Context: an optimization exercise on an open-source flow, tuned for a short achievable clock period and few clock cycles. The choices shown serve that exercise and are no tape-out recipe.
In this exercise RTL edits were held to simulation tests only and were not proved equivalent to the original.
No activity file was given, so power comes from the tool's default toggle rates.

===== flow/flow/run.sh =====
#!/bin/bash
# The standard layout (the standard.sh, whole), except that the port
# buffers are inserted as sky130_fd_sc_hd__buf_8 cells rather than the
# resizer's default pick, a delay-buffer cell that the footprint-matched
# repair cannot resize away. All of make's output goes to layout.log here;
# each ORFS step also keeps its own log under orfs/logs.
set -euo pipefail
bash standard.sh "BUFFER_PORTS_ARGS=-buffer_cell sky130_fd_sc_hd__buf_8" finish > layout.log 2>&1

===== flow/standard.sh =====
#!/bin/bash
# synth_recipe.tcl (not shown) runs the flow's synth.tcl, then flattens the netlist and writes it again
# the make line also repeats each setting of config.mk as NAME=value (left out here)
make -C /OpenROAD-flow-scripts/flow DESIGN_CONFIG=/design/flow/config.mk WORK_HOME=/design/flow/orfs CLKGATE_MAP_FILE= SYNTH_SCRIPT=/design/flow/synth_recipe.tcl "${@:-finish}"

===== flow/config.mk =====
export PLATFORM = sky130hd
export DESIGN_NAME = mano_cpu
export DESIGN_NICKNAME = mano_cpu
export VERILOG_FILES = /design/flow/design.v
export SDC_FILE = /design/flow/constraint.sdc
export NUM_CORES = 4
export LEC_CHECK = 0
export ABC_CLOCK_PERIOD_IN_PS = 1500
export CAP_MARGIN = 20
export CELL_PAD_IN_SITES_DETAIL_PLACEMENT = 1
export CELL_PAD_IN_SITES_GLOBAL_PLACEMENT = 2
export CORE_MARGIN = 2
export CORE_UTILIZATION = 35
export SETUP_SLACK_MARGIN = 2.5
export SLEW_MARGIN = 20
export SYNTH_HIERARCHICAL = 1
export SYNTH_MEMORY_MAX_BITS = 8192
export TNS_END_PERCENT = 10

===== flow/constraint.sdc =====
create_clock -name core_clock -period 9.0 [get_ports {clk}]
set_input_delay 1.8000 -clock core_clock [delete_from_list [all_inputs] [get_ports {clk}]]
set_output_delay 1.8000 -clock core_clock [all_outputs]
set_load 0.01 [all_outputs]

===== flow/design.v =====
module mano_cpu #(
  parameter int ADDR_W = 12,
  parameter int MEM_AW = 8
) (
  input  logic                clk,
  input  logic                rst,
  input  logic                start,
  input  logic                mem_we,
  input  logic [MEM_AW-1:0]   mem_addr,
  input  logic [ADDR_W+3:0]   mem_wdata,
  output logic [ADDR_W+3:0]   mem_rdata,
  input  logic [7:0]          in_data,
  input  logic                in_valid,
  output logic                in_ready,
  output logic [7:0]          out_data,
  output logic                out_valid,
  input  logic                out_ready,
  output logic                running,
  output logic [ADDR_W-1:0]   pc,
  output logic [ADDR_W+3:0]   ac,
  output logic [ADDR_W+3:0]   ir,
  output logic                e,
  output logic [3:0]          sc
);
  localparam logic [15:0] HLT = 16'h7001;
  logic [4095:0] mem;                 
  function automatic logic [15:0] inc16(input logic [15:0] x);
    logic [15:0] c;
    for (int i = 0; i < 16; i++) c[i] = &(x | ~((16'd1 << i) - 16'd1));
    inc16 = x ^ c;
  endfunction
  function automatic logic [11:0] inc12(input logic [11:0] x);
    logic [11:0] c;
    for (int i = 0; i < 12; i++) c[i] = &(x | ~((12'd1 << i) - 12'd1));
    inc12 = x ^ c;
  endfunction
  logic        s, r, ien, fgi, fgo, e_q;
  logic [15:0] ac_q, ir_q;
  logic [7:0]  inpr, outr;
  logic [11:0] pc_f;                  
  logic        v_e;
  logic [15:0] ir_e;
  logic [11:0] pc_e, ea_e;
  logic        sk_e;                  
  logic        df_e;                  
  logic        bump;                  
  logic        wz_pend;               
  logic [11:0] wz_data;
  logic [15:0]  w_f, ptr_f, dr, hr;
  mano_cpu_rd u_rd_f (.m(mem), .a(pc_f[7:0]), .q(w_f));
  mano_cpu_rd u_rd_p (.m(mem), .a(w_f[7:0]),  .q(ptr_f));
  mano_cpu_rd u_rd_e (.m(mem), .a(ea_e[7:0]), .q(dr));
  mano_cpu_rd u_rd_h (.m(mem), .a(mem_addr),  .q(hr));
  assign mem_rdata = hr;
  assign in_ready  = ~fgi;
  assign out_data  = outr;
  assign out_valid = ~fgo;
  assign running   = s;
  assign pc        = pc_f;
  assign ac        = ac_q;
  assign ir        = ir_q;
  assign e         = e_q;
  assign sc        = {3'b000, v_e};
  logic [2:0]   op_f;
  logic         ind_f, hlt_f;
  logic [11:0]  ea_f, pcn_f;
  assign op_f   = w_f[14:12];
  assign ind_f  = w_f[15] && op_f != 3'd7;
  assign ea_f   = ind_f ? ptr_f[11:0] : w_f[11:0];
  assign hlt_f  = w_f == HLT;
  logic         sk_f, bsai_f;
  assign bsai_f = ind_f && op_f == 3'd5;
  logic ptr_case;
  assign ptr_case = ind_f && (op_f == 3'd4 || op_f == 3'd5);
  always_comb begin
    case (op_f)
      3'd4:    pcn_f = w_f[11:0];
      3'd5:    pcn_f = inc12(w_f[11:0]);
      default: pcn_f = sk_f ? pc_f + 12'd2 : inc12(pc_f);
    endcase
  end
  logic [2:0]  op_e;
  logic [11:0] b;
  logic        mr_e, rr_e, io_e, irq_e, halt_e, skip_e, we_e;
  logic [15:0] wd_e, dr_inc;
  logic [16:0] sum_e;
  logic [11:0] pc_e1, next_pc_e;
  assign op_e   = ir_e[14:12];
  assign b      = ir_e[11:0];
  assign mr_e   = op_e != 3'd7;
  assign rr_e   = !mr_e && !ir_e[15];
  assign io_e   = !mr_e && ir_e[15];
  assign irq_e  = ien && (fgi || fgo);
  assign halt_e = rr_e && b == 12'h001;
  assign pc_e1  = inc12(pc_e);
  mano_cpu_inc16 u_inc_d (.x(dr), .y(dr_inc));
  mano_cpu_add16 u_add (.x(ac_q), .y(dr), .s(sum_e));
  logic [15:0] ac_r;
  logic        e_r, ldac_e;
  assign ldac_e = v_e && mr_e && (op_e == 3'd0 || op_e == 3'd1 || op_e == 3'd2);
  always_comb begin
    ac_r = ac_q;
    e_r  = e_q;
    if (v_e) begin
      if (rr_e) begin
        if (b[11])      ac_r = '0;
        else if (b[10]) e_r = 1'b0;
        else if (b[9])  ac_r = ~ac_q;
        else if (b[8])  e_r = ~e_q;
        else if (b[7])  {ac_r, e_r} = {e_q, ac_q};
        else if (b[6])  {e_r, ac_r} = {ac_q, e_q};
        else if (b[5])  ac_r = inc16(ac_q);
      end else if (io_e && b[11]) ac_r[7:0] = inpr;
    end
  end
  logic [15:0] ac_x;
  logic        e_x;
  always_comb begin
    ac_x = ac_r;
    e_x  = e_r;
    if (ldac_e) begin
      case (op_e)
        3'd0:    ac_x = ac_q & dr;
        3'd1:    {e_x, ac_x} = sum_e;
        default: ac_x = dr;
      endcase
    end
  end
  function automatic logic skip_cond(input logic [15:0] w, input logic [15:0] a, input logic ev,
                                     input logic fi, input logic fo);
    skip_cond = 1'b0;
    if (w[14:12] == 3'd7 && !w[15]) begin
      if (w[11:5] != '0)  skip_cond = 1'b0;
      else if (w[4])      skip_cond = !a[15];
      else if (w[3])      skip_cond = a[15];
      else if (w[2])      skip_cond = a == '0;
      else if (w[1])      skip_cond = !ev;
    end else if (w[14:12] == 3'd7) begin
      if (w[11:10] != '0) skip_cond = 1'b0;
      else if (w[9])      skip_cond = fi;
      else if (w[8])      skip_cond = fo;
    end
  endfunction
  assign skip_e = (mr_e && op_e == 3'd6 && dr == 16'hFFFF)
               || (df_e && skip_cond(ir_e, ac_q, e_q, fgi, fgo));
  assign we_e = v_e && mr_e && (op_e == 3'd3 || op_e == 3'd5 || op_e == 3'd6);
  always_comb begin
    case (op_e)
      3'd3:    wd_e = ac_q;
      3'd5:    wd_e = {4'b0, pc_e1};
      default: wd_e = dr_inc;
    endcase
  end
  always_comb begin
    if (skip_e || sk_e)            next_pc_e = pc_e + 12'd2;
    else if (mr_e && op_e == 3'd4) next_pc_e = ea_e;
    else if (mr_e && op_e == 3'd5) next_pc_e = inc12(ea_e);
    else                           next_pc_e = pc_e1;
  end
  logic ien_x, fgi_x, fgo_x;
  always_comb begin
    ien_x = ien;
    fgi_x = fgi;
    fgo_x = fgo;
    if (v_e && io_e) begin
      if (b[11])      fgi_x = 1'b0;
      else if (b[10]) fgo_x = 1'b0;
      else if (b[9] || b[8]) ;
      else if (b[7])  ien_x = 1'b1;
      else if (b[6])  ien_x = 1'b0;
    end
  end
  logic skw_f, df_f;
  assign skw_f = op_f == 3'd7 && (w_f[15] ? (w_f[11:10] == '0 && w_f[9:8] != '0)
                                          : (w_f[11:5] == '0 && w_f[4:1] != '0));
  assign df_f  = skw_f && ldac_e;
  assign sk_f  = !ldac_e && skip_cond(w_f, ac_r, e_r, fgi_x, fgo_x);
  logic stale_f;
  assign stale_f = (we_e && (ea_e[7:0] == pc_f[7:0] || (ind_f && ea_e[7:0] == w_f[7:0])))
                || (wz_pend && (pc_f[7:0] == 8'd0 || (ind_f && w_f[7:0] == 8'd0)));
  logic         we;
  logic [7:0]   wa;
  logic [15:0]  wd;
  always_comb begin
    if (!s) begin
      we   = mem_we;
      wa   = mem_addr;
      wd   = mem_wdata;
    end else if (wz_pend) begin
      we   = 1'b1;
      wa   = 8'd0;
      wd   = {4'b0, wz_data};
    end else begin
      we   = we_e;
      wa   = ea_e[7:0];
      wd   = wd_e;
    end
  end
  for (genvar i = 0; i < 256; i++) begin : g_mem
    always_ff @(posedge clk) begin
      if (!rst && we && wa == i[7:0]) mem[16*i +: 16] <= wd;
    end
  end
  logic [11:0] pcn_o, pc_f_d;
  logic        use_ptr;
  always_comb begin
    use_ptr = 1'b0;
    pcn_o   = pc_f;
    if (!s) begin
      if (start) begin
        if (r) pcn_o = 12'd1;
        else begin
          pcn_o   = pcn_f;
          use_ptr = ptr_case;
        end
      end
    end else if (v_e && halt_e) pcn_o = pc_f;
    else if (v_e && irq_e)      pcn_o = 12'd1;
    else if (bump)              pcn_o = inc12(pc_f);
    else if (v_e && skip_e)     pcn_o = inc12(pc_f);
    else if (stale_f)           pcn_o = pc_f;
    else if (hlt_f)             pcn_o = inc12(pc_f);
    else begin
      pcn_o   = pcn_f;
      use_ptr = ptr_case;
    end
  end
  mano_cpu_mux12 u_pc_mux (.s(use_ptr), .a(ptr_f[11:0]), .b(pcn_o), .y(pc_f_d));
  always_ff @(posedge clk) begin
    ir_e  <= w_f;
    pc_e  <= pc_f;
    ea_e  <= ea_f;
    sk_e  <= sk_f;
    df_e  <= df_f;
  end
  always_ff @(posedge clk) begin
    if (rst) begin
      s       <= 1'b0;
      r       <= 1'b0;
      ien     <= 1'b0;
      fgi     <= 1'b0;
      fgo     <= 1'b1;
      e_q     <= 1'b0;
      ac_q    <= '0;
      ir_q    <= '0;
      inpr    <= '0;
      outr    <= '0;
      pc_f    <= '0;
      v_e     <= 1'b0;
      wz_pend <= 1'b0;
      bump    <= 1'b0;
    end else begin
      if (in_valid && !fgi) begin
        inpr <= in_data;
        fgi  <= 1'b1;
      end
      if (!fgo && out_ready) fgo <= 1'b1;
      wz_pend <= 1'b0;
      bump    <= 1'b0;
      pc_f    <= pc_f_d;
      if (!s) begin
        v_e <= 1'b0;
        if (start) begin
          s <= 1'b1;
          if (r) begin
            r       <= 1'b0;
            ien     <= 1'b0;
            wz_pend <= 1'b1;
            wz_data <= pc_f;
          end else begin
            v_e   <= 1'b1;
            bump  <= bsai_f;
          end
        end
      end else begin
        if (v_e) begin
          ir_q <= ir_e;
          ac_q <= ac_x;
          e_q  <= e_x;
          if (io_e) begin
            if (b[11]) begin
              fgi       <= 1'b0;
            end else if (b[10]) begin
              outr <= ac_q[7:0];
              fgo  <= 1'b0;
            end
            else if (b[9] || b[8]) ;
            else if (b[7]) ien <= 1'b1;
            else if (b[6]) ien <= 1'b0;
          end
        end
        if (v_e && halt_e) begin
          s   <= 1'b0;
          v_e <= 1'b0;
          if (irq_e) r <= 1'b1;
        end else if (v_e && irq_e) begin
          v_e     <= 1'b0;
          ien     <= 1'b0;
          wz_pend <= 1'b1;
          wz_data <= next_pc_e;
        end else if (bump) begin
          v_e  <= 1'b0;
        end else if (v_e && skip_e) begin
          v_e   <= 1'b0;
        end else if (stale_f) begin
          v_e <= 1'b0;
        end else if (hlt_f) begin
          s     <= 1'b0;
          v_e   <= 1'b0;
          ir_q  <= HLT;
          if (ien_x && (fgi_x || fgo_x)) r <= 1'b1;
        end else begin
          v_e   <= 1'b1;
          bump  <= bsai_f;
        end
      end
    end
  end
endmodule
module mano_cpu_rd (
  input  logic [4095:0] m,
  input  logic [7:0]    a,
  output logic [15:0]   q
);
  logic [63:0][15:0] l1;
  logic [15:0][15:0] l2;
  logic [3:0][15:0]  l3;
  always_comb begin
    for (int i = 0; i < 64; i++) l1[i] = m[16*(4*i + a[1:0]) +: 16];
    for (int i = 0; i < 16; i++) l2[i] = l1[4*i + a[3:2]];
    for (int i = 0; i < 4; i++)  l3[i] = l2[4*i + a[5:4]];
    q = l3[a[7:6]];
  end
endmodule
module mano_cpu_add16 (
  input  logic [15:0] x,
  input  logic [15:0] y,
  output logic [16:0] s
);
  logic [15:0] g, p, gg, pp, g2, p2;
  always_comb begin
    g  = x & y;
    p  = x ^ y;
    gg = g;
    pp = p;
    for (int l = 0; l < 4; l++) begin
      g2 = gg;
      p2 = pp;
      for (int i = 0; i < 16; i++) begin
        if (i >= (1 << l)) begin
          g2[i] = gg[i] | (pp[i] & gg[i-(1<<l)]);
          p2[i] = pp[i] & pp[i-(1<<l)];
        end
      end
      gg = g2;
      pp = p2;
    end
    s = {gg[15], p ^ {gg[14:0], 1'b0}};
  end
endmodule
module mano_cpu_inc16 (
  input  logic [15:0] x,
  output logic [15:0] y
);
  logic [15:0] c;
  always_comb begin
    for (int i = 0; i < 16; i++) c[i] = &(x | ~((16'd1 << i) - 16'd1));
    y = x ^ c;
  end
endmodule
module mano_cpu_mux12 (
  input  logic        s,
  input  logic [11:0] a,
  input  logic [11:0] b,
  output logic [11:0] y
);
  assign y = s ? a : b;
endmodule

==> out/metrics.cfg <==
[critical_path]
worst_path_max_delay_cell = nor4b_4
worstRegToRegCells = 21
crit_fanout = 6
r2r-end = pc_f[5]
cp_top_family = simple AND/OR/NAND/NOR gates
crit_type = input pin to primary output
ff2ff_setup_slack_ns = 1.50
crit_arrival_ns = 5.81
path_buf_inv = 7
end_kind = primary output
critPathRequiredTime_ns = 7.20
critical_path.cell_chain = buf_16, buf_16, buf_16, buf_16, buf_12, mux4_2, o22ai_2, a22oi_2, nand4_1, nor4b_4, buf_4, buf_8
critPathMaxStageDelay_ns = 1.14
cp-start-kind = input pin
r2r_start = pc_f[2]
crit_top_cell = buf_16

[worst_hold_path]
hp-start = ir_q[5]
holdPathStages = 2
whs_endpoint = ir_q[5]
hold_class = flip-flop to flip-flop

[pwr]
powerDensity_nw_per_um2 = 472
power.leakage_nw = 99.4
peakVddDrop_mv = 0.639
power_mw = 147

[layout]
area_growth_pct = 19.4
fin_cells = 27571
drive_gt1_frac = 0.403
layout_commonest_cell = edfxtp_1
final_util = 0.419
fin_area_um2 = 312000
layout_common_cells = 4108 x edfxtp_1, 3032 x mux4_2, 1839 x mux2i_1
final_nets = 17290

[die]
die_w_um = 868
die_h_um = 868
ioPinCount = 114
rows = 317
coreArea_um2 = 744000
dieArea_um2 = 753000
start_util = 0.351

[synthesis]
syn-cell-area_um2 = 261000
syn-mean-instance-area_um2 = 16.0
syn-instance-count = 16324
yosysWarnings = 10

[clock_tree]
cts_root_buf = clkbuf_16
cts_tree = built
cts_sinks = 4219
ctsHoldBuffers = 0
clk_pin_slew_ns = 0.05
insertion_delay_ns = 1.17
clockBufferDepth = 4
htree_levels = 6
cts-buffers-inserted = 526

[grt]
overflow = 0
grt_pass1_wl_um = 1850000
grt_pass1_vias = 192477
track_usage = 0.363
antenna_found_initial = 92
grt_max_degree = 129

[placement]
gp_congestion = 0.994
dp.cells = 26002
dp_hpwl_um = 925000
preCtsSetupSlack_ns = -0.583
dpl_cell_area_um2 = 281000
port_buffers = 110

[sta]
period_share = 0.846
finalClockSkew_ns = 0.0920
fin_tns_setup_ns = 0
timing.hold.ws_ns = 0.484
worst_slack_ns = 1.39
hold_viol = 0
fin_crit_ns = 7.61
rsz0062_at_grt = yes
setup_viol = 0
drv_slew = 0
slew_headroom = 0.0979
max_freq_mhz = 131
worstMarginPinSlew_ns = 1.35

[detailed_routing]
dr.pass1.iters = 8
drt_iter0_drc = 30230
postRouteAntennaNets = 0
viasPerCell = 7.21
vias = 198659
drc = 0
routed_wl_um = 1420000
wl_per_cell_um = 51.6

[job]
max-cap-violations = 0

[run_status]
status = timing/DRC/antenna clean

## cell type report
class	count	area, µm²
sequential	4219	126000
inverter	67	307
clock buffer	646	14000
fill	72340	432000
clock inverter	294	2920
multi-input combinational	10263	130000
antenna	65	163
tap	9889	12400
timing repair buffer	2128	26000
## routing by layer
metal,share of wire,track usage
met1,0.36,0.450
met2,0.43,0.539
met3,0.12,0.109
met4,0.095,0.269
met5,0.00030,0
## sequential cells by signal, summed over array words and instances, names as in the netlist
signal	count
wz_pend	1
v_e	1
ir_q	16
sk_e	1
mem	4096
fgo	1
outr	8
ea_e	12
wz_data	12
inpr	8
bump	1
s	1
ien	1
pc_f	12
df_e	1
fgi	1
ac_q	16
r	1
ir_e	16
pc_e	12
e_q	1
## worst max path at each step
stage / from / to / slack (ns) / cells after the start
2_1_floorplan: ea_e[0] / mem[1001] / 0.67 / 19
3_3_place_gp: pc_f[0] / pc_f[10] / -0.60 / 25
3_5_place_dp: pc_f[0] / pc_f[10] / -0.58 / 25
4_1_cts: mem_addr[0] / mem_rdata[0] / 1.81 / 12
5_1_grt: mem_addr[0] / mem_rdata[0] / 1.74 / 12
6_report: mem_addr[0] / mem_rdata[0] / 1.39 / 12
## power breakdown
part	internal, mW	switching, mW
registers	24.4	0.473
clock network	12.2	9.39
logic	38.5	62.1
## worst reg2reg max path: stages, from the launching register on
cell	delay, ns
dfxtp_4	0.41
nand2b_4	0.31
buf_12	0.23
buf_12	0.17
o221ai_1	0.78
o22ai_1	0.28
a211oi_4	0.56
nand4_1	0.53
nor4b_4	0.46
buf_12	0.29
nand2b_4	0.51
buf_12	0.31
buf_4	0.34
o221ai_1	0.24
a21oi_1	0.84
nor3_1	0.15
nand4_1	0.20
buf_4	0.16
nor4b_4	0.05
buf_6	0.18
mux2_4	0.26
nor2b_4	0.12
## what timing repair did
item | 4_1_cts | 5_1_grt
setup buffers | 323 | 117
pin swaps | 170 | 177
endpoints found under the setup margin | 3628 | 2075
resized for setup | 725 | 466
cloned | 75 | 46
Testbench counts, summed over its fixed seeds: cycles 10,300.

## afterwards: timing with drivers on the ports
No port has a modelled driver above. Below, the same layout with a new extraction and two added sets of constraints.
Step 1, drivers: a clkbuf_16 drives clk and a buf_2 each remaining input, both assumed.
Step 2 moves the port delays by t, midway between the first and last clock arrival at a register: inputs arrive t later, outputs are due t later. That takes back most of the time a late clock gives input paths.
a / b / c = ideal / step 1 / step 2; a / b = the first two.
t, ns: 1.263
setup slack, ns: 1.386 / 0.867 / 0.867
clock arrival spread, ns: 0.092 / 0.092
worst slew at a driven data input, ns: 0.82
After both steps this run still meets setup and hold. For this run, drivers alone change the setup slack by -0.519 ns; drivers and shift together by -0.519 ns.
